Source: an optimization exercise on an open RTL-to-GDS flow (aim: small area, a short achievable clock period and few clock cycles). Production flows keep margins and buffers that such runs may drop.
Where RTL was checked, it was by simulation tests only, not by an equivalence proof against the original.
The RTL of runs 1 and 2 was laid out without a check of its function.
No activity file was given, so power comes from the tool's default toggle rates.

`design.v`:
```
`timescale 1ns/1ps
package cpu_pkg;
	localparam int WORD_W = 16;
	localparam int REG_ADDR_W = 3;
	localparam int NUM_REGS = 8;
	localparam int OPC_W = 5;
	localparam int SHAMT_W = 4;
	localparam int APB_ADDR_W = 8;
	localparam logic [APB_ADDR_W-1:0] CTRL_ADDR = 8'hff;  
	localparam int OPC_HI = 15;
	localparam int OPC_LO = 11;
	localparam int RS_HI = 10;
	localparam int RS_LO = 8;
	localparam int RD_HI = 7;
	localparam int RD_LO = 5;
	localparam int SH_HI = 4;
	localparam int SH_LO = 1;
	localparam logic [OPC_W-1:0] NOP = 5'd0;
	localparam logic [OPC_W-1:0] MOV = 5'd1;
	localparam logic [OPC_W-1:0] ADD = 5'd2;
	localparam logic [OPC_W-1:0] SUB = 5'd3;
	localparam logic [OPC_W-1:0] AND = 5'd4;
	localparam logic [OPC_W-1:0] OR  = 5'd5;
	localparam logic [OPC_W-1:0] NOT = 5'd6;
	localparam logic [OPC_W-1:0] INC = 5'd7;
	localparam logic [OPC_W-1:0] SHL = 5'd8;
	localparam logic [OPC_W-1:0] SHR = 5'd9;
	localparam logic [OPC_W-1:0] LDM = 5'd10;  
	localparam logic [OPC_W-1:0] IN  = 5'd11;
	localparam logic [OPC_W-1:0] OUT = 5'd12;
	localparam logic [OPC_W-1:0] HLT = 5'd13;
	localparam int DEC_W = OPC_W + 2 * REG_ADDR_W + SHAMT_W + 3 * WORD_W;
	localparam int EXEC_W = 1 + REG_ADDR_W + WORD_W + 1;
	localparam int C_MOV = 0;
	localparam int C_SUB = 1;
	localparam int C_INC = 2;
	localparam int C_AND = 3;
	localparam int C_OR = 4;
	localparam int C_SHL = 5;
	localparam int C_SHR = 6;
	localparam int C_LDM = 7;
	localparam int C_IN = 8;
	localparam int C_OUT = 9;
	localparam int C_HLT = 10;
	localparam int C_ARITH = 11;  
	localparam int C_LOGIC = 12;  
	localparam int C_ALU = 13;  
	localparam int C_WE = 14;  
	localparam int NCTL = 15;
	localparam int C_SH = NCTL;  
	localparam int C_RD = NCTL + SHAMT_W;  
	localparam int C_RS = C_RD + NUM_REGS;  
	localparam int CTL_W = C_RS + NUM_REGS;
endpackage
`timescale 1ns/1ps
import cpu_pkg::*;
module register_file (
	input logic clk,
	input logic reset,
	input logic wb_we,
	input logic [cpu_pkg::NUM_REGS-1:0] wb_sel,
	input logic [cpu_pkg::WORD_W-1:0] wb_wdata,
	input logic [cpu_pkg::NUM_REGS-1:0] rs_sel,
	input logic [cpu_pkg::NUM_REGS-1:0] rd_sel,
	output logic [cpu_pkg::WORD_W-1:0] rs_data,
	output logic [cpu_pkg::WORD_W-1:0] rd_data
);
	logic [WORD_W-1:0] regs [NUM_REGS];
	always_ff @(posedge clk) begin
		for (int i = 0; i < NUM_REGS; i++) begin
			if (reset) begin
				regs[i] <= '0;
			end else if (wb_we && wb_sel[i]) begin
				regs[i] <= wb_wdata;
			end
		end
	end
	always_comb begin
		rs_data = '0;
		rd_data = '0;
		for (int i = 0; i < NUM_REGS; i++) begin
			rs_data = rs_data | ({WORD_W{rs_sel[i]}} & regs[i]);
			rd_data = rd_data | ({WORD_W{rd_sel[i]}} & regs[i]);
		end
	end
endmodule
`timescale 1ns/1ps
import cpu_pkg::*;
module fetch_decode (
	input logic clk,
	input logic adv,
	input logic [cpu_pkg::WORD_W-1:0] pwdata,
	input logic [5:0] apb_word,
	input logic apb_write,  
	output logic apb_at_tap,  
	output logic [cpu_pkg::WORD_W-1:0] tap_word,
	output logic [cpu_pkg::CTL_W-1:0] ctl,
	output logic [cpu_pkg::WORD_W-1:0] imm,
	output logic f_hlt
);
	localparam int NPOS = 32;
	logic [NPOS*WORD_W-1:0] ring_e;
	logic [NPOS*WORD_W-1:0] ring_o;
	logic [4:0] u;
	logic [4:0] u_dec;
	logic [4:0] apb_pos;
	logic [1:0] tap;
	logic [3:0] wr_e;
	logic [3:0] wr_o;
	always_ff @(posedge clk) begin
		apb_pos <= apb_word[5:1] + u_dec;
	end
	assign apb_at_tap = (apb_pos[2:0] == 3'd1);
	assign tap = apb_pos[4:3];
	always_comb begin
		case (tap)
			2'd0: tap_word = apb_word[0] ? ring_o[1*WORD_W +: WORD_W] : ring_e[1*WORD_W +: WORD_W];
			2'd1: tap_word = apb_word[0] ? ring_o[9*WORD_W +: WORD_W] : ring_e[9*WORD_W +: WORD_W];
			2'd2: tap_word = apb_word[0] ? ring_o[17*WORD_W +: WORD_W] : ring_e[17*WORD_W +: WORD_W];
			default: tap_word = apb_word[0] ? ring_o[25*WORD_W +: WORD_W] : ring_e[25*WORD_W +: WORD_W];
		endcase
	end
	for (genvar j = 0; j < 4; j++) begin : g_wr
		assign wr_e[j] = apb_write & apb_at_tap & (tap == j) & ~apb_word[0];
		assign wr_o[j] = apb_write & apb_at_tap & (tap == j) & apb_word[0];
	end
	always_ff @(posedge clk) begin
		u <= u_dec;
	end
	assign u_dec = u - 1'b1;
	for (genvar i = 0; i < NPOS; i++) begin : g_ring
		if (i % 8 == 0) begin : g_tap
			always_ff @(posedge clk) begin
				ring_e[i*WORD_W +: WORD_W] <= wr_e[i/8] ? pwdata : ring_e[((i+1)%NPOS)*WORD_W +: WORD_W];
				ring_o[i*WORD_W +: WORD_W] <= wr_o[i/8] ? pwdata : ring_o[((i+1)%NPOS)*WORD_W +: WORD_W];
			end
		end else begin : g_plain
			always_ff @(posedge clk) begin
				ring_e[i*WORD_W +: WORD_W] <= ring_e[((i+1)%NPOS)*WORD_W +: WORD_W];
				ring_o[i*WORD_W +: WORD_W] <= ring_o[((i+1)%NPOS)*WORD_W +: WORD_W];
			end
		end
	end
	logic [5:0] pc;
	logic [4:0] pos_e;
	logic [4:0] pos_o;
	logic [WORD_W-1:0] w_e;
	logic [WORD_W-1:0] w_o;
	logic [WORD_W-1:0] w;
	logic [WORD_W-1:0] w_next;
	logic f_ldm;
	assign w_e = ring_e[pos_e*WORD_W +: WORD_W];
	assign w_o = ring_o[pos_o*WORD_W +: WORD_W];
	assign w = pc[0] ? w_o : w_e;
	assign w_next = pc[0] ? w_e : w_o;
	assign f_ldm = (w[OPC_HI:OPC_LO] == LDM);
	assign f_hlt = (w[OPC_HI:OPC_LO] == HLT);
	logic [OPC_W-1:0] op;
	logic [NCTL-1:0] c;
	assign op = w[OPC_HI:OPC_LO];
	always_comb begin
		c = '0;
		c[C_MOV] = (op == MOV);
		c[C_SUB] = (op == SUB);
		c[C_INC] = (op == INC);
		c[C_AND] = (op == AND);
		c[C_OR] = (op == OR);
		c[C_SHL] = (op == SHL);
		c[C_SHR] = (op == SHR);
		c[C_LDM] = (op == LDM);
		c[C_IN] = (op == IN);
		c[C_OUT] = (op == OUT);
		c[C_HLT] = (op == HLT);
		c[C_ARITH] = (op == ADD) | (op == SUB) | (op == INC);
		c[C_LOGIC] = (op == AND) | (op == OR) | (op == NOT);
		c[C_ALU] = c[C_ARITH] | c[C_LOGIC] | c[C_SHL] | c[C_SHR];
		c[C_WE] = c[C_ALU] | c[C_MOV] | c[C_LDM] | c[C_IN];
	end
	always_ff @(posedge clk) begin
		ctl <= {NUM_REGS'(1) << w[RS_HI:RS_LO], NUM_REGS'(1) << w[RD_HI:RD_LO], w[SH_HI:SH_LO], c};
		imm <= (pc == 6'd63) ? '0 : w_next;  
		if (!adv) begin
			pc <= '0;
			pos_e <= u_dec;
			pos_o <= u_dec;
		end else if (f_ldm) begin
			pc <= pc + 6'd2;
		end else begin
			pc <= pc + 6'd1;
			if (pc[0]) begin
				pos_e <= pos_e - 1'b1;
			end else begin
				pos_o <= pos_o - 1'b1;
			end
		end
	end
endmodule
`timescale 1ns/1ps
module stage_reg #(
	parameter int WIDTH = 1
) (
	input logic clk,
	input logic reset,
	input logic [WIDTH-1:0] in_data,
	input logic in_valid,
	output logic [WIDTH-1:0] out_data,
	output logic out_valid
);
	always_ff @(posedge clk) begin
		if (reset) begin
			out_data <= '0;
			out_valid <= 1'b0;
		end else begin
			out_data <= in_data;
			out_valid <= in_valid;  
		end
	end
endmodule
`timescale 1ns/1ps
import cpu_pkg::*;
module execute_unit (
	input logic clk,
	input logic reset,
	input logic xv,
	input logic [cpu_pkg::CTL_W-1:0] ctl,
	input logic [cpu_pkg::WORD_W-1:0] imm,
	input logic [cpu_pkg::WORD_W-1:0] in_value,
	output logic [cpu_pkg::WORD_W-1:0] out_value,
	output logic out_valid,
	output logic [2:0] flags  
);
	logic [SHAMT_W-1:0] sh;
	logic [WORD_W-1:0] s;
	logic [WORD_W-1:0] d;
	logic is_mov, is_sub, is_and, is_or, is_inc, is_shl, is_shr;
	logic is_ldm, is_in, is_out;
	logic is_arith, is_logic, we, alu_op;
	assign sh = ctl[C_SH +: SHAMT_W];
	assign is_mov = ctl[C_MOV];
	assign is_sub = ctl[C_SUB];
	assign is_inc = ctl[C_INC];
	assign is_and = ctl[C_AND];
	assign is_or = ctl[C_OR];
	assign is_shl = ctl[C_SHL];
	assign is_shr = ctl[C_SHR];
	assign is_ldm = ctl[C_LDM];
	assign is_in = ctl[C_IN];
	assign is_out = ctl[C_OUT];
	assign is_arith = ctl[C_ARITH];
	assign is_logic = ctl[C_LOGIC];
	assign alu_op = ctl[C_ALU];
	assign we = ctl[C_WE];
	logic [WORD_W-1:0] result;
	register_file u_regs (
		.clk(clk),
		.reset(reset),
		.wb_we(xv & we),
		.wb_sel(ctl[C_RD +: NUM_REGS]),
		.wb_wdata(result),
		.rs_sel(ctl[C_RS +: NUM_REGS]),
		.rd_sel(ctl[C_RD +: NUM_REGS]),
		.rs_data(s),
		.rd_data(d)
	);
	logic [WORD_W-1:0] a_in;
	logic [WORD_W-1:0] b_in;
	logic cin;
	logic [WORD_W:0] sum;
	logic [WORD_W-1:0] kill;
	logic z_arith;
	logic c_arith;
	assign a_in = is_inc ? '0 : d;
	assign b_in = is_sub ? ~s : s;
	assign cin = is_sub | is_inc;
	assign sum = {1'b0, a_in} + {1'b0, b_in} + {{WORD_W{1'b0}}, cin};
	assign c_arith = sum[WORD_W] ^ is_sub;
	assign kill = {a_in[WORD_W-2:0] | b_in[WORD_W-2:0], cin};
	assign z_arith = ((a_in ^ b_in) == kill);
	logic [WORD_W-1:0] lg;
	assign lg = is_and ? (d & s) : is_or ? (d | s) : ~s;
	logic [WORD_W:0] shl_w;
	logic [WORD_W:0] shr_w;
	logic [WORD_W-1:0] lo_or;  
	logic [WORD_W-1:0] hi_or;  
	logic z_shl;
	logic z_shr;
	assign shl_w = {1'b0, s} << sh;
	assign shr_w = {s, 1'b0} >> sh;
	always_comb begin
		lo_or[0] = s[0];
		for (int k = 1; k < WORD_W; k++) begin
			lo_or[k] = lo_or[k-1] | s[k];
		end
		hi_or[WORD_W-1] = s[WORD_W-1];
		for (int k = WORD_W - 2; k >= 0; k--) begin
			hi_or[k] = hi_or[k+1] | s[k];
		end
	end
	assign z_shl = ~lo_or[4'(WORD_W - 1) - sh];
	assign z_shr = ~hi_or[sh];
	always_comb begin
		result = ({WORD_W{is_arith}} & sum[WORD_W-1:0])
			| ({WORD_W{is_logic}} & lg)
			| ({WORD_W{is_shl}} & shl_w[WORD_W-1:0])
			| ({WORD_W{is_shr}} & shr_w[WORD_W:1])
			| ({WORD_W{is_mov}} & s)
			| ({WORD_W{is_ldm}} & imm)
			| ({WORD_W{is_in}} & in_value);
	end
	logic z_new;
	logic c_new;
	always_comb begin
		if (is_arith) begin
			z_new = z_arith;
			c_new = c_arith;
		end else if (is_shl) begin
			z_new = z_shl;
			c_new = shl_w[WORD_W];
		end else if (is_shr) begin
			z_new = z_shr;
			c_new = shr_w[0];
		end else begin
			z_new = ~|lg;
			c_new = flags[0];
		end
	end
	always_ff @(posedge clk) begin
		if (reset) begin
			flags <= '0;
		end else if (xv && alu_op) begin
			flags <= {z_new, result[WORD_W-1], c_new};
		end
	end
	always_ff @(posedge clk) begin
		if (reset) begin
			out_valid <= 1'b0;
		end else begin
			out_valid <= xv & is_out;
		end
		out_value <= s;
	end
endmodule
`timescale 1ns/1ps
import cpu_pkg::*;
module cpu_top #(
	parameter int IMEM_DEPTH = 64
) (
	input logic clk,
	input logic reset,
	input logic psel,
	input logic penable,
	input logic pwrite,
	input logic [7:0] paddr,
	input logic [15:0] pwdata,
	output logic [15:0] prdata,
	output logic pready,
	output logic pslverr,
	input logic [15:0] in_value,
	output logic [15:0] out_value,
	output logic out_valid,
	output logic [2:0] flags  
);
	logic running;
	logic halted;
	logic start_q;  
	logic xv;  
	logic halt_now;
	logic adv;  
	logic [CTL_W-1:0] ctl;  
	logic [WORD_W-1:0] imm;  
	logic f_hlt;
	logic [WORD_W-1:0] tap_word;
	logic apb_at_tap;
	logic ctrl_sel;
	logic imem_sel;
	logic done_q;
	logic err_q;
	logic [WORD_W-1:0] rdata_q;
	logic capture;
	logic cap_err;
	logic start_d;
	logic running_d;
	logic halted_d;
	assign ctrl_sel = (paddr == CTRL_ADDR);
	assign imem_sel = (paddr[7:6] == 2'b00);
	assign cap_err = ~ctrl_sel & (~imem_sel | (pwrite & running));
	assign capture = psel & ~done_q & (ctrl_sel | cap_err | (penable & apb_at_tap));
	assign start_d = capture & ctrl_sel & pwrite & pwdata[0] & ~running & ~reset;
	always_ff @(posedge clk) begin
		if (reset) begin
			done_q <= 1'b0;
			err_q <= 1'b0;
			start_q <= 1'b0;
		end else begin
			done_q <= capture;
			err_q <= cap_err;
			start_q <= start_d;
		end
	end
	always_ff @(posedge clk) begin
		rdata_q <= ctrl_sel ? {{(WORD_W-2){1'b0}}, halted_d, running_d} : tap_word;
	end
	assign pready = done_q;
	assign pslverr = err_q;
	assign prdata = rdata_q;
	assign xv = start_q | running;
	assign halt_now = xv & (f_hlt | ctl[C_HLT]);
	assign adv = ~reset & (start_d | (xv & ~halt_now));
	always_comb begin
		running_d = running;
		halted_d = halted;
		if (reset) begin
			running_d = 1'b0;
			halted_d = 1'b0;
		end else if (xv) begin
			running_d = ~halt_now;
			halted_d = halt_now;
		end
	end
	always_ff @(posedge clk) begin
		running <= running_d;
		halted <= halted_d;
	end
	fetch_decode u_fetch (
		.clk(clk),
		.adv(adv),
		.pwdata(pwdata),
		.apb_word(paddr[5:0]),
		.apb_write(capture & imem_sel & pwrite & ~cap_err),
		.apb_at_tap(apb_at_tap),
		.tap_word(tap_word),
		.ctl(ctl),
		.imm(imm),
		.f_hlt(f_hlt)
	);
	execute_unit u_exec (
		.clk(clk),
		.reset(reset),
		.xv(xv),
		.ctl(ctl),
		.imm(imm),
		.in_value(in_value),
		.out_value(out_value),
		.out_valid(out_valid),
		.flags(flags)
	);
endmodule
```
`run.sh`:
```
#!/bin/bash
# synth_recipe.tcl (not shown) runs the flow's synth.tcl, then flattens the netlist and writes it again
# the make line also repeats each setting of config.mk as NAME=value (left out here)
make -C /OpenROAD-flow-scripts/flow DESIGN_CONFIG=/design/flow/config.mk WORK_HOME=/design/flow/orfs CLKGATE_MAP_FILE= SYNTH_SCRIPT=/design/flow/synth_recipe.tcl finish
```
`config.mk`:
```
export PLATFORM = sky130hd
export DESIGN_NAME = cpu_top
export DESIGN_NICKNAME = cpu_top
export VERILOG_FILES = /design/flow/design.v
export SDC_FILE = /design/flow/constraint.sdc
export NUM_CORES = 4
export LEC_CHECK = 0
export ABC_CLOCK_PERIOD_IN_PS = 3000
export CAP_MARGIN = 20
export CORE_MARGIN = 2
export CORE_UTILIZATION = 60
export SETUP_SLACK_MARGIN = 5.0
export SLEW_MARGIN = 20
```
`constraint.sdc`:
```
create_clock -name core_clock -period 8.0 [get_ports {clk}]
set_input_delay 1.6000 -clock core_clock [delete_from_list [all_inputs] [get_ports {clk}]]
set_output_delay 1.6000 -clock core_clock [all_outputs]
set_load 0.01 [all_outputs]
```
==> summary.txt, run 1 <==
Placed design
  – Post-Place Worst Slack: 3.14 ns
  – DP HPWL: 83.3 mm
  – Placed instance area: 0.0470 mm²
  – RePlAce Congestion: 0.987
  – Port buffer count: 82

Floorplan
  – Core area: 0.0743 mm²
  – DIE AREA: 0.0772 mm²
  – Rows: 100
  – Initial Util: 60.5%
  – Die X: 278 µm
  – IO Count: 83
  – Die Y: 278 µm

Yosys
  – Synth Area in Simple Gates: 6.45%
  – Post-synth net total: 3787
  – Top FF cell, synth: dfxtp_1
  – Yosys reg bits: 1270
  – Post-synthesis compound-gate area fraction: 11.8%
  – Syn. warnings: 5
  – Ranking of synthesized cells by area: dfxtp_1 56%, mux4_2 7.8%, mux2i_1 7.6%
  – Mux contribution to synthesized area: 19.4%
  – Post-synthesis sequential area ratio: 56.8%
  – Fraction of registers with async set/reset: 0%
  – Distinct cell type count after synthesis: 80
  – Share of the synthesized area in the top cell type: 56.1%
  – Syn Inst Count: 3700
  – Post-synthesis xor/xnor area fraction: 1.17%
  – Cell Area, Synth: 0.0450 mm²
  – Largest family of logic cells by synthesized area: multiplexers
  – Post-Synth Adder-Cell Area: 1.24%
  – EDFF count, synth: 10
  – Post-synth top area cell: dfxtp_1
  – Avg Inst Size Synth: 12.2 µm²

STA
  – Tmin final: 3.90 ns
  – WHS: 0.305 ns
  – Final worst slack: 4.10 ns
  – Relative slew slack: 22.2%
  – RSZ-0062 raised after global routing: yes
  – Max-slew violations: 0
  – Fmax: 0.257 GHz
  – Slew @ Worst Pin: 1.16 ns
  – Count of final setup violators: 0
  – Clock Skews: 0.0589 ns
  – Final period util: 48.7%
  – Fin Setup TNS: 0 ns
  – Final Hold Fails: 0

Routing
  – Starting DRT DRC Count: 3427
  – Drt total wl: 135 mm
  – Final routed DRC violation total: 0
  – Wire length per cell: 27.3 µm
  – Via Count: 32.2k
  – Final antenna-violating net count: 0
  – Drt pass-1 iters: 7
  – Drt via density: 6.50

GRT
  – GRT overflow: 0
  – First-pass GRT wire length: 201 mm
  – Total GRT Usage: 34.0%
  – Initial antenna violation count: 9
  – Vias in the first global route: 32.3k
  – GR Layer Usage met3: 6.59%
  – GRT Max-Usage Layer: met2
  – Met2 usage: 53.1%
  – Met1 Track Usage GR: 45.9%
  – Largest net degree at the start of global routing: 100

CTS
  – CTS root buffer: clkbuf_16
  – Cts hold-fix bufs: 0
  – Num CTS Buffers: 116
  – Later-pin clock latency in the skew report: 0.71 ns
  – Clock transition at path regs: 0.07 ns
  – CTS tree: yes
  – Clock sink total: 1270
  – Clock buffer depth: 3
  – CTS H-tree depth: 3

Min path
  – Hold WC Path Type: reg -> reg

Setup path
  – Worst-path maximum fanout: 8
  – CP Launch Type: register
  – Critical Path RT: 8.62 ns
  – Data arrival, critical path: 4.52 ns
  – Crit path kind: reg -> reg
  – CP Capture Type: register

Status
  – Status: finished clean

Power
  – Leak: 22.9 nW
  – Total Power: 0.0123 W
  – Pwr dens: 223 mW/mm²
  – Peak supply drop: 200 µV

Finish
  – Share of layout cells above drive strength 1: 26.8%
  – Fillcell total: 4890
  – Total Nets Final: 3975
  – Post-route design area: 0.0549 mm²
  – Storage cell area: 0.0256 mm²
  – Area Overhead vs Synth: 22.1%
  – Area of the multi-input gates: 0.0200 mm²

Flow run
  – Max Cap Viol: 0
-- cells in the mapped netlist (all sizes together), types with 50 or more instances --
cell and count:
mux2i 341, inv 67, nand3 50, mux2 134, buf 80, o221ai 95
o22ai 52, a22oi 145, a21oi 137, nor2 267, a211oi 147, mux4 166
clkbuf 195, dfxtp 1260, nand2 81
-- flip-flops by register name, summed over array words and instances (netlist names), 6 cells and up --
name and count:
u_fetch.ring_e 512, u_fetch.ring_o 512, u_exec.u_regs.regs 128, u_fetch.ctl 35, rdata_q 16, u_exec.out_value 16
u_fetch.imm 16, u_fetch.pc 6
-- cell usage in the layout (no fill, tap or decap), types with 11 or more instances in the layout --
| cell type | synthesis | layout |
|---|---|---|
| dfxtp_1 | 1260 | 1248 |
| mux2i_1 | 340 | 328 |
| nor2_1 | 265 | 254 |
| buf_4 | 8 | 164 |
| mux4_2 | 155 | 157 |
| a22oi_1 | 145 | 137 |
| clkbuf_16 | 0 | 120 |
| a21oi_1 | 136 | 109 |
| o221ai_1 | 95 | 85 |
| nand2_1 | 81 | 76 |
| a211oi_2 | 2 | 74 |
| mux2_4 | 0 | 70 |
| a211oi_1 | 145 | 69 |
| mux2_2 | 134 | 64 |
| inv_1 | 63 | 55 |
| o22ai_1 | 52 | 51 |
| buf_12 | 1 | 43 |
| nand3_1 | 49 | 40 |
| buf_6 | 4 | 40 |
| nor3_1 | 45 | 37 |
| dlygate4sd2_1 | 0 | 37 |
| clkdlybuf4s50_1 | 0 | 33 |
| clkinv_2 | 0 | 29 |
| ha_1 | 39 | 28 |
| o21ai_0 | 32 | 25 |
| nand4_1 | 24 | 24 |
| xor2_1 | 26 | 23 |
| and2_1 | 22 | 22 |
| xnor2_1 | 34 | 22 |
| clkbuf_8 | 0 | 22 |
| a21oi_2 | 1 | 19 |
| a22o_1 | 18 | 18 |
| clkbuf_1 | 194 | 17 |
| a222oi_1 | 16 | 16 |
| bufinv_16 | 0 | 13 |
| or2_2 | 14 | 12 |
| nand2b_1 | 13 | 11 |
| clkinvlp_4 | 0 | 11 |
-- path summary, 6_finish.rpt --
| check | startpoint | endpoint | slack [ns] | cells past startpoint |
|---|---|---|---|---|
| worst min-delay path | u_fetch.ring_o[209] | u_fetch.ring_o[193] | 0.30 | 0 |
| worst max-delay path | u_fetch.ctl[33] | u_exec.u_regs.regs[7][14] | 4.10 | 18 |
| worst max register to register | u_fetch.ctl[33] | u_exec.u_regs.regs[7][14] | 4.10 | 18 |
| worst min register to register | u_fetch.ring_o[209] | u_fetch.ring_o[193] | 0.30 | 0 |
-- power by group --
part | switching, W | leakage, nW | internal [W]
sequential | 0.00000674 | 10.2 | 0.00633
combinational | 0.0000627 | 10.6 | 0.0000390
clock | 0.00247 | 2.01 | 0.00334
-- critical path, cell delays in order, from the launching register on --
cell       delay (ns)
dfxtp_2          0.33
buf_12           0.14
a22oi_2          0.18
and4_4           0.34
inv_6            0.06
xnor2_4          0.15
fa_2             0.25
inv_2            0.04
fa_2             0.36
a21o_1           0.18
a21o_1           0.20
a2111oi_4        0.36
o211ai_1         0.20
a41oi_2          0.24
buf_4            0.18
xnor2_4          0.12
a21oi_4          0.08
buf_12           0.17
a211oi_2         0.19
-- metrics by stage --
step           utilization, %  cells
2_1_floorplan               -   3700
3_3_place_gp             63.2   4551
3_5_place_dp             63.2   4551
4_1_cts                  72.4   4909
5_1_grt                  73.9   4963
6_report                 73.9   4963
-- final cells by class --
cell class                      count  share of cell area (%)
Timing Repair Buffer              344                    6.80
Clock inverter                     64                    1.51
Multi-Input combinational cell   2084                    36.4
Antenna cell                        4                  0.0182
Sequential cell                  1270                    46.5
Tap cell                          969                    2.21
Clock buffer                      156                    6.00
Inverter                           72                   0.515
-- repair_timing --
item | in CTS | in global routing
pin swaps | 88 | 62
gates cloned | 7 | 4
gates resized for setup | 377 | 141
hold endpoints to repair | 0 | 0
setup buffers | 131 | 46
endpoints found under the setup margin | 378 | 247
-- cells by family after synthesis --
group / Yosys count
buffers and inverters: 347
AO/OA/AOI/OAI: 738
XOR/XNOR: 60
AND/OR/NAND/NOR: 601
adder cells (fa/ha/maj): 43
multiplexers: 641
flip-flops: 1270
-- layer usage --
| metal | up-vias | part of all wire, % |
|---|---|---|
| li1 | 14100 | - |
| met1 | 16200 | 41 |
| met2 | 1478 | 46 |
| met3 | 400 | 8.2 |
| met4 | 2 | 4.5 |
| met5 | - | 0.0096 |
==> run 2, diff against run 1 <==
--- a/design.v
+++ b/design.v
@@ -66,21 +66,27 @@
 	output logic [cpu_pkg::WORD_W-1:0] rd_data
 );
 	logic [WORD_W-1:0] regs [NUM_REGS];
+	logic [NUM_REGS-1:0] valid;
 	always_ff @(posedge clk) begin
 		for (int i = 0; i < NUM_REGS; i++) begin
-			if (reset) begin
-				regs[i] <= '0;
-			end else if (wb_we && wb_sel[i]) begin
+			if (wb_we && wb_sel[i]) begin
 				regs[i] <= wb_wdata;
 			end
 		end
 	end
+	always_ff @(posedge clk) begin
+		if (reset) begin
+			valid <= '0;
+		end else if (wb_we) begin
+			valid <= valid | wb_sel;
+		end
+	end
 	always_comb begin
 		rs_data = '0;
 		rd_data = '0;
 		for (int i = 0; i < NUM_REGS; i++) begin
-			rs_data = rs_data | ({WORD_W{rs_sel[i]}} & regs[i]);
-			rd_data = rd_data | ({WORD_W{rd_sel[i]}} & regs[i]);
+			rs_data = rs_data | ({WORD_W{rs_sel[i] & valid[i]}} & regs[i]);
+			rd_data = rd_data | ({WORD_W{rd_sel[i] & valid[i]}} & regs[i]);
 		end
 	end
 endmodule
@@ -272,7 +278,24 @@
 	assign a_in = is_inc ? '0 : d;
 	assign b_in = is_sub ? ~s : s;
 	assign cin = is_sub | is_inc;
-	assign sum = {1'b0, a_in} + {1'b0, b_in} + {{WORD_W{1'b0}}, cin};
+	logic [WORD_W:0] gk [6];
+	logic [WORD_W:0] pk [6];
+	always_comb begin
+		gk[0] = {a_in & b_in, cin};
+		pk[0] = {a_in ^ b_in, 1'b0};
+		for (int l = 0; l < 5; l++) begin
+			for (int i = 0; i <= WORD_W; i++) begin
+				if (i >= (1 << l)) begin
+					gk[l+1][i] = gk[l][i] | (pk[l][i] & gk[l][i-(1<<l)]);
+					pk[l+1][i] = pk[l][i] & pk[l][i-(1<<l)];
+				end else begin
+					gk[l+1][i] = gk[l][i];
+					pk[l+1][i] = pk[l][i];
+				end
+			end
+		end
+	end
+	assign sum = {gk[5][WORD_W], (a_in ^ b_in) ^ gk[5][WORD_W-1:0]};
 	assign c_arith = sum[WORD_W] ^ is_sub;
 	assign kill = {a_in[WORD_W-2:0] | b_in[WORD_W-2:0], cin};
 	assign z_arith = ((a_in ^ b_in) == kill);
@@ -298,15 +321,16 @@
 	end
 	assign z_shl = ~lo_or[4'(WORD_W - 1) - sh];
 	assign z_shr = ~hi_or[sh];
+	logic [WORD_W-1:0] other;
 	always_comb begin
-		result = ({WORD_W{is_arith}} & sum[WORD_W-1:0])
-			| ({WORD_W{is_logic}} & lg)
+		other = ({WORD_W{is_logic}} & lg)
 			| ({WORD_W{is_shl}} & shl_w[WORD_W-1:0])
 			| ({WORD_W{is_shr}} & shr_w[WORD_W:1])
 			| ({WORD_W{is_mov}} & s)
 			| ({WORD_W{is_ldm}} & imm)
 			| ({WORD_W{is_in}} & in_value);
 	end
+	assign result = is_arith ? sum[WORD_W-1:0] : other;
 	logic z_new;
 	logic c_new;
 	always_comb begin
--- a/config.mk
+++ b/config.mk
@@ -5,9 +5,8 @@
 export SDC_FILE = /design/flow/constraint.sdc
 export NUM_CORES = 4
 export LEC_CHECK = 0
-export ABC_CLOCK_PERIOD_IN_PS = 3000
 export CAP_MARGIN = 20
 export CORE_MARGIN = 2
-export CORE_UTILIZATION = 60
+export CORE_UTILIZATION = 75
 export SETUP_SLACK_MARGIN = 5.0
 export SLEW_MARGIN = 20
==> run 2 against run 1 <==
The flow now stops in 5_1_grt. Synthesized area grew 0.95%. Synthesized cell count decreased by 9.2%.
==> summary.txt, run 2 <==
CTS
  – Cts hold-fix bufs: 0
  – Clock sink total: 1278
  – Clock buffer depth: 3
  – CTS root buffer: clkbuf_16
  – Num CTS Buffers: 112
  – CTS H-tree depth: 3

GRT
  – Total GRT Usage: 91.2%
  – GRT overflow: 1853
  – Largest net degree at the start of global routing: 51

Yosys
  – Cell with the most instances after synthesis: dfxtp_1
  – Post-synthesis sequential area ratio: 59.4%
  – Synth top cells by count: 1140 x dfxtp_1, 257 x mux4_2, 220 x mux2i_1
  – Yosys reg bits: 1278
  – Post-synth net total: 3446
  – Top FF cell, synth: dfxtp_1
  – Distinct cell type count after synthesis: 81
  – Syn Inst Count: 3359
  – Post-synth top area cell: dfxtp_1
  – Syn. warnings: 7
  – EDFF count, synth: 138
  – Ranking of synthesized cells by area: dfxtp_1 50%, mux4_2 13%, edfxtp_1 9.1%
  – Cell Area, Synth: 0.0454 mm²
  – Avg Inst Size Synth: 13.5 µm²
  – Share of the synthesized area in the top cell type: 50.3%
  – Fraction of registers with async set/reset: 0%

Placed design
  – RePlAce Congestion: 1.08
  – Port buffer count: 82
  – DP HPWL: 86.3 mm

Status
  – Status: did not finish
  – Failed at: 5_1_grt
  – Stop err: [ERROR GRT-0232] Routing congestion too high. Check the congestion heatmap in the GUI.

Floorplan
  – Initial Util: 75.5%
  – IO Count: 83
  – Rows: 90
  – Die Y: 250 µm
  – Die X: 250 µm

STA
  – Worst ep type: register data pin
  – Worst_ep grt: u_fetch.pc[4]$_SDFF_PN0_/D
## run 2: how the worst max path moves through the flow
stage,startpoint,end,slack [ns],cells past startpoint
after detailed placement,paddr[0],u_fetch.ring_e[128],2.84,8
after global placement,paddr[0],u_fetch.ring_e[129],3.00,8
after CTS,u_exec.u_regs.valid[0],u_exec.flags[1],4.41,17
after floorplan,paddr[7],u_fetch.ring_e[133],4.52,7
## run 2: routing by layer
layer  track usage [%]  overflow
met2               106      1200
met5              42.6         4
met1              88.9        16
met3              77.8        50
met4              97.4       583
## run 2: power groups by stage
stage	logic [W]	clock network [W]	registers, W
after CTS	0.0000814	0.00560	0.00647
after detailed placement	0.0000764	0	0.00662
after global placement	0.0000738	0	0.00662
after floorplan	0.0000293	0	0.00661
## run 2: cells by family after synthesis
group	synth area share (%)
fa+ha+maj	1.21
flops	59.4
mux	21.2
compound gates	8.23
simple gates	6.09
buf+inv	2.74
xor+xnor	1.16
## run 2: per-stage QoR
step / instance area [µm²] / instances / power, W / hold slack [ns] / setup WS, ns
floorplan: 46300 / 3359 / 0.00664 / 0.326 / 4.52
global placement: 47100 / 4045 / 0.00669 / 0.327 / 3.00
detailed placement: 47100 / 4046 / 0.00669 / 0.332 / 2.84
CTS: 54200 / 4437 / 0.0122 / 0.326 / 4.41
## run 2: repair_timing
action	in CTS
pin swaps	87
setup buffers	163
gates cloned	21
gates resized for setup	419
endpoints found under the hold margin	0
endpoints found under the setup margin	380
==> run 3, diff against run 2 <==
--- a/design.v
+++ b/design.v
@@ -40,17 +40,19 @@
 	localparam int C_SHR = 6;
 	localparam int C_LDM = 7;
 	localparam int C_IN = 8;
-	localparam int C_OUT = 9;
-	localparam int C_HLT = 10;
+	localparam int C_OUT = 9;  
+	localparam int C_HLT = 10;  
 	localparam int C_ARITH = 11;  
 	localparam int C_LOGIC = 12;  
 	localparam int C_ALU = 13;  
 	localparam int C_WE = 14;  
-	localparam int NCTL = 15;
+	localparam int C_OFWD = 15;  
+	localparam int NCTL = 16;
 	localparam int C_SH = NCTL;  
 	localparam int C_RD = NCTL + SHAMT_W;  
 	localparam int C_RS = C_RD + NUM_REGS;  
-	localparam int CTL_W = C_RS + NUM_REGS;
+	localparam int C_ORS = C_RS + NUM_REGS;  
+	localparam int CTL_W = C_ORS + NUM_REGS;
 endpackage
 `timescale 1ns/1ps
 import cpu_pkg::*;
@@ -62,8 +64,10 @@
 	input logic [cpu_pkg::WORD_W-1:0] wb_wdata,
 	input logic [cpu_pkg::NUM_REGS-1:0] rs_sel,
 	input logic [cpu_pkg::NUM_REGS-1:0] rd_sel,
+	input logic [cpu_pkg::NUM_REGS-1:0] os_sel,
 	output logic [cpu_pkg::WORD_W-1:0] rs_data,
-	output logic [cpu_pkg::WORD_W-1:0] rd_data
+	output logic [cpu_pkg::WORD_W-1:0] rd_data,
+	output logic [cpu_pkg::WORD_W-1:0] os_data
 );
 	logic [WORD_W-1:0] regs [NUM_REGS];
 	logic [NUM_REGS-1:0] valid;
@@ -84,9 +88,11 @@
 	always_comb begin
 		rs_data = '0;
 		rd_data = '0;
+		os_data = '0;
 		for (int i = 0; i < NUM_REGS; i++) begin
 			rs_data = rs_data | ({WORD_W{rs_sel[i] & valid[i]}} & regs[i]);
 			rd_data = rd_data | ({WORD_W{rd_sel[i] & valid[i]}} & regs[i]);
+			os_data = os_data | ({WORD_W{os_sel[i] & valid[i]}} & regs[i]);
 		end
 	end
 endmodule
@@ -152,17 +158,71 @@
 	logic [4:0] pos_o;
 	logic [WORD_W-1:0] w_e;
 	logic [WORD_W-1:0] w_o;
-	logic [WORD_W-1:0] w;
-	logic [WORD_W-1:0] w_next;
-	logic f_ldm;
 	assign w_e = ring_e[pos_e*WORD_W +: WORD_W];
 	assign w_o = ring_o[pos_o*WORD_W +: WORD_W];
-	assign w = pc[0] ? w_o : w_e;
-	assign w_next = pc[0] ? w_e : w_o;
-	assign f_ldm = (w[OPC_HI:OPC_LO] == LDM);
-	assign f_hlt = (w[OPC_HI:OPC_LO] == HLT);
+	localparam int DW = 5 + NCTL + SHAMT_W + 2 * NUM_REGS + 2 * REG_ADDR_W;
+	logic [DW-1:0] dv_e, dv_o, dv0, dv1;
+	word_decode u_dec_e (.w(w_e), .dv(dv_e));
+	word_decode u_dec_o (.w(w_o), .dv(dv_o));
+	assign dv0 = pc[0] ? dv_o : dv_e;
+	assign dv1 = pc[0] ? dv_e : dv_o;
+	logic d0_ldm, d0_nop, d0_out, d0_hlt, d0_oth;
+	logic d1_ldm, d1_nop, d1_out, d1_hlt, d1_oth;
+	logic [NCTL-1:0] d0_c, d1_c;
+	logic [SHAMT_W-1:0] d0_sh, d1_sh;
+	logic [NUM_REGS-1:0] d0_rd, d1_rd, d0_rs, d1_rs;
+	logic [REG_ADDR_W-1:0] d0_rd_a, d1_rd_a, d0_rs_a, d1_rs_a;
+	assign {d0_ldm, d0_nop, d0_out, d0_hlt, d0_oth, d0_c, d0_sh, d0_rd, d0_rs, d0_rd_a, d0_rs_a} = dv0;
+	assign {d1_ldm, d1_nop, d1_out, d1_hlt, d1_oth, d1_c, d1_sh, d1_rd, d1_rs, d1_rd_a, d1_rs_a} = dv1;
+	assign f_hlt = d0_hlt;
+	logic a_from0;  
+	logic a_from1;  
+	logic o_from0;
+	logic o_from1;
+	logic step2;
+	assign a_from0 = d0_oth | d0_ldm;
+	assign a_from1 = (d0_nop | d0_out) & d1_oth;
+	assign o_from0 = d0_out;
+	assign o_from1 = (d0_nop | d0_oth) & d1_out;
+	assign step2 = d0_ldm | (d0_nop & (d1_nop | d1_out | d1_oth))
+		| (d0_out & (d1_nop | d1_oth)) | (d0_oth & (d1_nop | d1_out));
+	logic [NCTL-1:0] c_b;
+	always_comb begin
+		c_b = a_from1 ? d1_c : (a_from0 ? d0_c : '0);
+		c_b[C_OUT] = o_from0 | o_from1;
+		c_b[C_HLT] = d0_hlt;
+		c_b[C_OFWD] = d0_oth & o_from1 & (d1_rs_a == d0_rd_a);
+	end
+	always_ff @(posedge clk) begin
+		ctl <= {o_from0 ? d0_rs : d1_rs,
+			a_from1 ? d1_rs : d0_rs,
+			a_from1 ? d1_rd : d0_rd,
+			a_from1 ? d1_sh : d0_sh,
+			c_b};
+		imm <= (pc == 6'd63) ? '0 : (pc[0] ? w_e : w_o);  
+		if (!adv) begin
+			pc <= '0;
+			pos_e <= u_dec;
+			pos_o <= u_dec;
+		end else if (step2) begin
+			pc <= pc + 6'd2;
+		end else begin
+			pc <= pc + 6'd1;
+			if (pc[0]) begin
+				pos_e <= pos_e - 1'b1;
+			end else begin
+				pos_o <= pos_o - 1'b1;
+			end
+		end
+	end
+endmodule
+module word_decode (
+	input logic [cpu_pkg::WORD_W-1:0] w,
+	output logic [5+cpu_pkg::NCTL+cpu_pkg::SHAMT_W+2*cpu_pkg::NUM_REGS+2*cpu_pkg::REG_ADDR_W-1:0] dv
+);
 	logic [OPC_W-1:0] op;
 	logic [NCTL-1:0] c;
+	logic ldm, nop, out, hlt, oth;
 	assign op = w[OPC_HI:OPC_LO];
 	always_comb begin
 		c = '0;
@@ -175,31 +235,19 @@
 		c[C_SHR] = (op == SHR);
 		c[C_LDM] = (op == LDM);
 		c[C_IN] = (op == IN);
-		c[C_OUT] = (op == OUT);
-		c[C_HLT] = (op == HLT);
 		c[C_ARITH] = (op == ADD) | (op == SUB) | (op == INC);
 		c[C_LOGIC] = (op == AND) | (op == OR) | (op == NOT);
 		c[C_ALU] = c[C_ARITH] | c[C_LOGIC] | c[C_SHL] | c[C_SHR];
 		c[C_WE] = c[C_ALU] | c[C_MOV] | c[C_LDM] | c[C_IN];
 	end
-	always_ff @(posedge clk) begin
-		ctl <= {NUM_REGS'(1) << w[RS_HI:RS_LO], NUM_REGS'(1) << w[RD_HI:RD_LO], w[SH_HI:SH_LO], c};
-		imm <= (pc == 6'd63) ? '0 : w_next;  
-		if (!adv) begin
-			pc <= '0;
-			pos_e <= u_dec;
-			pos_o <= u_dec;
-		end else if (f_ldm) begin
-			pc <= pc + 6'd2;
-		end else begin
-			pc <= pc + 6'd1;
-			if (pc[0]) begin
-				pos_e <= pos_e - 1'b1;
-			end else begin
-				pos_o <= pos_o - 1'b1;
-			end
-		end
-	end
+	assign ldm = (op == LDM);
+	assign out = (op == OUT);
+	assign hlt = (op == HLT);
+	assign nop = (op == NOP) | (op >= 5'd14);
+	assign oth = c[C_WE] & ~ldm;
+	assign dv = {ldm, nop, out, hlt, oth, c, w[SH_HI:SH_LO],
+		NUM_REGS'(1) << w[RD_HI:RD_LO], NUM_REGS'(1) << w[RS_HI:RS_LO],
+		w[RD_HI:RD_LO], w[RS_HI:RS_LO]};
 endmodule
 `timescale 1ns/1ps
 module stage_reg #(
@@ -238,6 +286,7 @@
 	logic [SHAMT_W-1:0] sh;
 	logic [WORD_W-1:0] s;
 	logic [WORD_W-1:0] d;
+	logic [WORD_W-1:0] o_s;  
 	logic is_mov, is_sub, is_and, is_or, is_inc, is_shl, is_shr;
 	logic is_ldm, is_in, is_out;
 	logic is_arith, is_logic, we, alu_op;
@@ -265,8 +314,10 @@
 		.wb_wdata(result),
 		.rs_sel(ctl[C_RS +: NUM_REGS]),
 		.rd_sel(ctl[C_RD +: NUM_REGS]),
+		.os_sel(ctl[C_ORS +: NUM_REGS]),
 		.rs_data(s),
-		.rd_data(d)
+		.rd_data(d),
+		.os_data(o_s)
 	);
 	logic [WORD_W-1:0] a_in;
 	logic [WORD_W-1:0] b_in;
@@ -361,7 +412,7 @@
 		end else begin
 			out_valid <= xv & is_out;
 		end
-		out_value <= s;
+		out_value <= ctl[C_OFWD] ? result : o_s;
 	end
 endmodule
 `timescale 1ns/1ps
==> run 3 against run 2 <==
The run again fails in 5_1_grt. Synthesized cell count up 9.6%. Synthesized area is 3.8% higher.
==> summary.txt, run 3 <==
Status
  – Status: did not finish
  – Failed at: 5_1_grt
  – Stop err: [ERROR GRT-0116] Global routing finished with congestion. Check the congestion regions in the DRC Viewer.

CTS
  – Clock sink total: 1287
  – Num CTS Buffers: 111
  – Cts hold-fix bufs: 0
  – CTS root buffer: clkbuf_16
  – Clock buffer depth: 3
  – CTS H-tree depth: 3

Yosys
  – Avg Inst Size Synth: 12.8 µm²
  – Ranking of synthesized cells by area: dfxtp_1 49%, mux4_2 12%, edfxtp_1 8.8%
  – Synth top cells by count: 1149 x dfxtp_1, 243 x mux4_2, 231 x mux2i_1
  – Syn. warnings: 8
  – Post-synth net total: 3769
  – Cell with the most instances after synthesis: dfxtp_1
  – Share of the synthesized area in the top cell type: 48.8%
  – Fraction of registers with async set/reset: 0%
  – Syn Inst Count: 3682
  – Yosys reg bits: 1287
  – Cell Area, Synth: 0.0471 mm²
  – EDFF count, synth: 138
  – Post-synthesis sequential area ratio: 57.6%
  – Distinct cell type count after synthesis: 82
  – Post-synth top area cell: dfxtp_1
  – Top FF cell, synth: dfxtp_1

Floorplan
  – Initial Util: 76.1%
  – Rows: 91
  – Die Y: 255 µm
  – IO Count: 83
  – Die X: 255 µm

GRT
  – First-pass GRT wire length: 340 mm
  – Largest net degree at the start of global routing: 68
  – Total GRT Usage: 73.5%
  – Vias in the first global route: 46.6k
  – GRT overflow: 90

Placed design
  – Post-Place Worst Slack: 2.27 ns
  – DP HPWL: 91.6 mm
  – Port buffer count: 82
  – RePlAce Congestion: 1.02
==> run 3: cell count changes after synthesis, moves of 24 or more <==
cell / delta
nand2_1: +26
a22oi_1: +73
nand3_1: +129
clkbuf_1: +39
a22o_1: -42
nand4_1: +35
nor3_1: +24
==> run 3: per-layer routing <==
metal | GRT overflow | global-route usage (%)
met3 | 4 | 55.5
met2 | 39 | 90.6
met4 | 46 | 71.4
met5 | 0 | 24.2
met1 | 1 | 75.8
==> run 3: cell families after synthesis <==
logic type	after synthesis	synth area share (%)
AOI/OAI and AO/OA	580	8.88
buffers and inverters	329	2.86
and+or+nand+nor	750	8.08
muxes	632	20.3
adders and majority gates	43	1.17
DFF	1287	57.6
xor gates and xnor gates	61	1.13
==> run 3: worst max path at each step <==
stage / cells after the start / start / end / slack (ns)
CTS: 16 / u_exec.u_regs.valid[1] / u_exec.u_regs.regs[0][15] / 4.33
detailed placement: 10 / paddr[0] / u_fetch.ring_e[133] / 2.27
global placement: 9 / paddr[0] / u_fetch.ring_e[396] / 2.74
floorplan: 18 / u_fetch.ctl[34] / u_exec.u_regs.regs[0][14] / 4.53
==> run 3: through the flow <==
step,area (µm²),instances,total power [W],util [%],hold WS [ns]
4_1_cts,57000,4835,0.0123,92.1,0.311
3_5_place_dp,49100,4415,0.00674,79.2,0.331
3_3_place_gp,49100,4415,0.00674,79.2,0.328
2_1_floorplan,48100,3682,0.00669,-,0.324
==> run 3: timing repair <==
action,CTS
gates cloned,31
endpoints found under the setup margin,418
hold endpoints to repair,0
buffers inserted,180
resized for setup,528
pin swaps,111
==> run 3: power by group through the flow <==
stage               clock [W]  sequential, W  combinational (W)
floorplan                   0        0.00665          0.0000329
global placement            0        0.00666          0.0000830
detailed placement          0        0.00666          0.0000862
CTS                   0.00572        0.00651          0.0000970
Testbench counts of run 3, summed over its fixed seeds: cycles 7,164.
==> run 4, diff against run 3 <==
--- a/config.mk
+++ b/config.mk
@@ -7,6 +7,6 @@
 export LEC_CHECK = 0
 export CAP_MARGIN = 20
 export CORE_MARGIN = 2
-export CORE_UTILIZATION = 75
+export CORE_UTILIZATION = 62
 export SETUP_SLACK_MARGIN = 5.0
 export SLEW_MARGIN = 20
==> run 4 against run 3 <==
The run now finishes clean. Synthesized cell count unchanged. Synthesized area unchanged.
==> summary.txt, run 4 <==
Status
  – Status: finished clean

Floorplan
  – DIE AREA: 0.0782 mm²
  – Rows: 101
  – Core area: 0.0756 mm²
  – IO Count: 83
  – Die Y: 280 µm
  – Die X: 280 µm
  – Initial Util: 62.4%

STA
  – Tmin final: 3.99 ns
  – Fin Setup TNS: 0 ns
  – Slew @ Worst Pin: 1.27 ns
  – Fmax: 0.251 GHz
  – Final Hold Fails: 0
  – Relative slew slack: 15.4%
  – Final period util: 49.8%
  – Final worst slack: 4.01 ns
  – Count of final setup violators: 0
  – RSZ-0062 raised after global routing: yes
  – Clock Skews: 0.0687 ns
  – Max-slew violations: 0

CTS
  – CTS H-tree depth: 3
  – Cts hold-fix bufs: 0
  – Clock sink total: 1287
  – CTS root buffer: clkbuf_16
  – Clock transition at path regs: 0.07 ns
  – Clock buffer depth: 3
  – Num CTS Buffers: 118
  – Later-pin clock latency in the skew report: 0.73 ns
  – CTS tree: yes

GRT
  – Largest net degree at the start of global routing: 51
  – Total GRT Usage: 39.6%
  – Initial antenna violation count: 5
  – GRT overflow: 0
  – First-pass GRT wire length: 231 mm
  – Vias in the first global route: 35.7k

Routing
  – Drt via density: 6.93
  – Starting DRT DRC Count: 4886
  – Drt total wl: 162 mm
  – Final antenna-violating net count: 0
  – Final routed DRC violation total: 0
  – Drt pass-1 iters: 27
  – Wire length per cell: 31.3 µm
  – Via Count: 35.7k

Finish
  – Share of layout cells above drive strength 1: 34.4%
  – Area Overhead vs Synth: 27.6%
  – Largest registers: u_fetch.ring_e x512, u_fetch.ring_o x512, u_exec.u_regs.regs x128
  – Most frequent cells in the layout: 1136 x dfxtp_1, 243 x mux4_2, 241 x buf_4
  – Commonest non-fill, non-tap cell in the layout: dfxtp_1
  – Total Nets Final: 4169
  – Area of the multi-input gates: 0.0215 mm²
  – Fillcell total: 4133
  – Storage cell area: 0.0272 mm²

Yosys
  – Post-synth net total: 3769
  – Avg Inst Size Synth: 12.8 µm²
  – Cell Area, Synth: 0.0471 mm²
  – Post-synthesis xor/xnor area fraction: 1.13%
  – Synth top cells by count: 1149 x dfxtp_1, 243 x mux4_2, 231 x mux2i_1
  – Largest family of logic cells by synthesized area: multiplexers
  – Ranking of synthesized cells by area: dfxtp_1 49%, mux4_2 12%, edfxtp_1 8.8%
  – Distinct cell type count after synthesis: 82
  – Cell with the most instances after synthesis: dfxtp_1
  – Share of the synthesized area in the top cell type: 48.8%
  – Syn. warnings: 8
  – Post-synth top area cell: dfxtp_1
  – Fraction of registers with async set/reset: 0%
  – EDFF count, synth: 138
  – Post-Synth Adder-Cell Area: 1.17%
  – Yosys reg bits: 1287
  – Syn Inst Count: 3682
  – Synth Area in Simple Gates: 8.08%
  – Top FF cell, synth: dfxtp_1
  – Post-synthesis compound-gate area fraction: 8.88%
  – Post-synthesis sequential area ratio: 57.6%
  – Mux contribution to synthesized area: 20.3%

Setup path
  – Crit Reg-Reg Endpoint: u_fetch.pc[4]
  – Reg2Reg Depth: 16
  – Worst-path maximum fanout: 6
  – CP Launch Type: register
  – CP Capture Type: register
  – Max incr delay on CP: 0.45 ns
  – Data arrival, critical path: 4.59 ns
  – RR Startpoint: u_fetch.pos_e[1]
  – R2R Setup Slk: 4.01 ns
  – Critical Path RT: 8.60 ns
  – CP Cell Sequence: buf_6 -> buf_12 -> buf_8 -> buf_6 -> mux4_2 -> a22o_1 -> a221oi_4 -> buf_12 -> nand3_4 -> nor2_4 -> and3_1 -> o211ai_1 -> buf_4 -> o211ai_4 -> mux2i_2 -> mux2i_1
  – Crit path kind: reg -> reg
  – Crit path max-delay family: multiplexers
  – WP buf/inv: 6
  – Slowest cell on the critical path: mux4_2
  – Worst Setup SP: u_fetch.pos_e[1]

Placed design
  – RePlAce Congestion: 0.950
  – DP HPWL: 90.3 mm
  – Port buffer count: 82
  – Post-Place Worst Slack: 2.74 ns

Power
  – Leak: 24.2 nW
  – Pwr dens: 207 mW/mm²
  – Peak supply drop: 243 µV
  – Total Power: 0.0124 W

Flow run
  – Max Cap Viol: 0

Min path
  – Hold WC Path Type: reg -> reg
  – Hold-critical path depth: 0
  – Hold Path Sink: u_fetch.ring_e[409]
  – Min-delay src: u_fetch.ring_e[425]
run 4: cell counts after synthesis:
Identical to the previous run, type by type.
run 4: power by group:
| group | switching, W | total, W | internal [W] |
|---|---|---|---|
| Clock | 0.00251 | 0.00583 | 0.00332 |
| Combinational | 0.0000556 | 0.0000961 | 0.0000405 |
| Sequential | 0.00000992 | 0.00652 | 0.00651 |
run 4: kinds of logic after synthesis:
kind of cell	count (synthesis)
simple gates	750
mux	632
buf+inv	329
flops	1287
compound gates	580
fa+ha+maj	43
xor+xnor	61
run 4: metrics by stage:
stage          util (%)  hold slack (ns)  instances  instance area [µm²]
2_1_floorplan         -            0.324       3682                48100
3_3_place_gp       65.2            0.327       4562                49300
3_5_place_dp       65.2            0.332       4563                49300
4_1_cts            77.2            0.297       5050                58300
5_1_grt            79.6            0.311       5160                60100
6_report           79.6            0.322       5162                60100
run 4: area by class of cell:
type | instances | area share, %
multi-input cells | 2083 | 35.7
well taps | 978 | 2.03
repair buffers | 522 | 9.75
diodes | 3 | 0.0125
inverters | 69 | 0.462
clock buffers | 172 | 5.77
clock inverters | 47 | 1.01
flip-flops and latches | 1287 | 45.2
repair inverters | 1 | 0.0125
run 4: worst max path at each step:
stage / to / slack, ns / depth (start not counted)
after floorplan: u_exec.u_regs.regs[0][14] / 4.53 / 18
after global placement: u_fetch.ring_e[390] / 2.83 / 9
after detailed placement: u_fetch.ring_e[384] / 2.74 / 9
after CTS: u_exec.u_regs.regs[3][15] / 4.22 / 17
after global routing: u_fetch.pc[4] / 3.94 / 14
final: u_fetch.pc[4] / 4.01 / 16
run 4: routing by layer:
| layer | vias up | global-route usage [%] | wire length, µm |
|---|---|---|---|
| met5 | - | 0 | 11 |
| met1 | 17700 | 50.8 | 59400 |
| li1 | 14700 | - | - |
| met2 | 2501 | 61.0 | 72800 |
| met3 | 762 | 9.92 | 17000 |
| met4 | 2 | 24.0 | 12400 |
run 4: timing repair:
action	4_1_cts	5_1_grt
gates cloned	42	5
setup endpoints to repair	404	323
pin swaps	126	121
setup buffers	226	104
gates resized for setup	555	218

re-timing with driven ports:
Ports are ideal in the flow. The routed layouts listed here were re-timed in OpenROAD.
Step 1 (the two cells are an assumption about what drives the block):
set clk [get_ports {clk}]
set_driving_cell -lib_cell sky130_fd_sc_hd__clkbuf_16 $clk
set_driving_cell -lib_cell sky130_fd_sc_hd__buf_2 [delete_from_list [all_inputs] $clk]
Step 2, shift: input delay + t, output delay - t, t = (earliest + latest rising clock arrival at the registers) / 2. This alone moves slack from input paths to output paths.
Three values: no drivers, after step 1, after step 2; two values: the first two.
run | t (ns) | slack for setup (ns) | cell pins on the clock port's net
run 1 | 0.755 | 4.102 / 4.102 / 4.102 | 1
run 4 | 0.772 | 4.015 / 4.015 / 3.937 | 1
After both steps setup and hold are still met in every run listed. The setup slack of run 4, which loses most, moves by 0.000 ns with the drivers and by -0.078 ns with both steps.
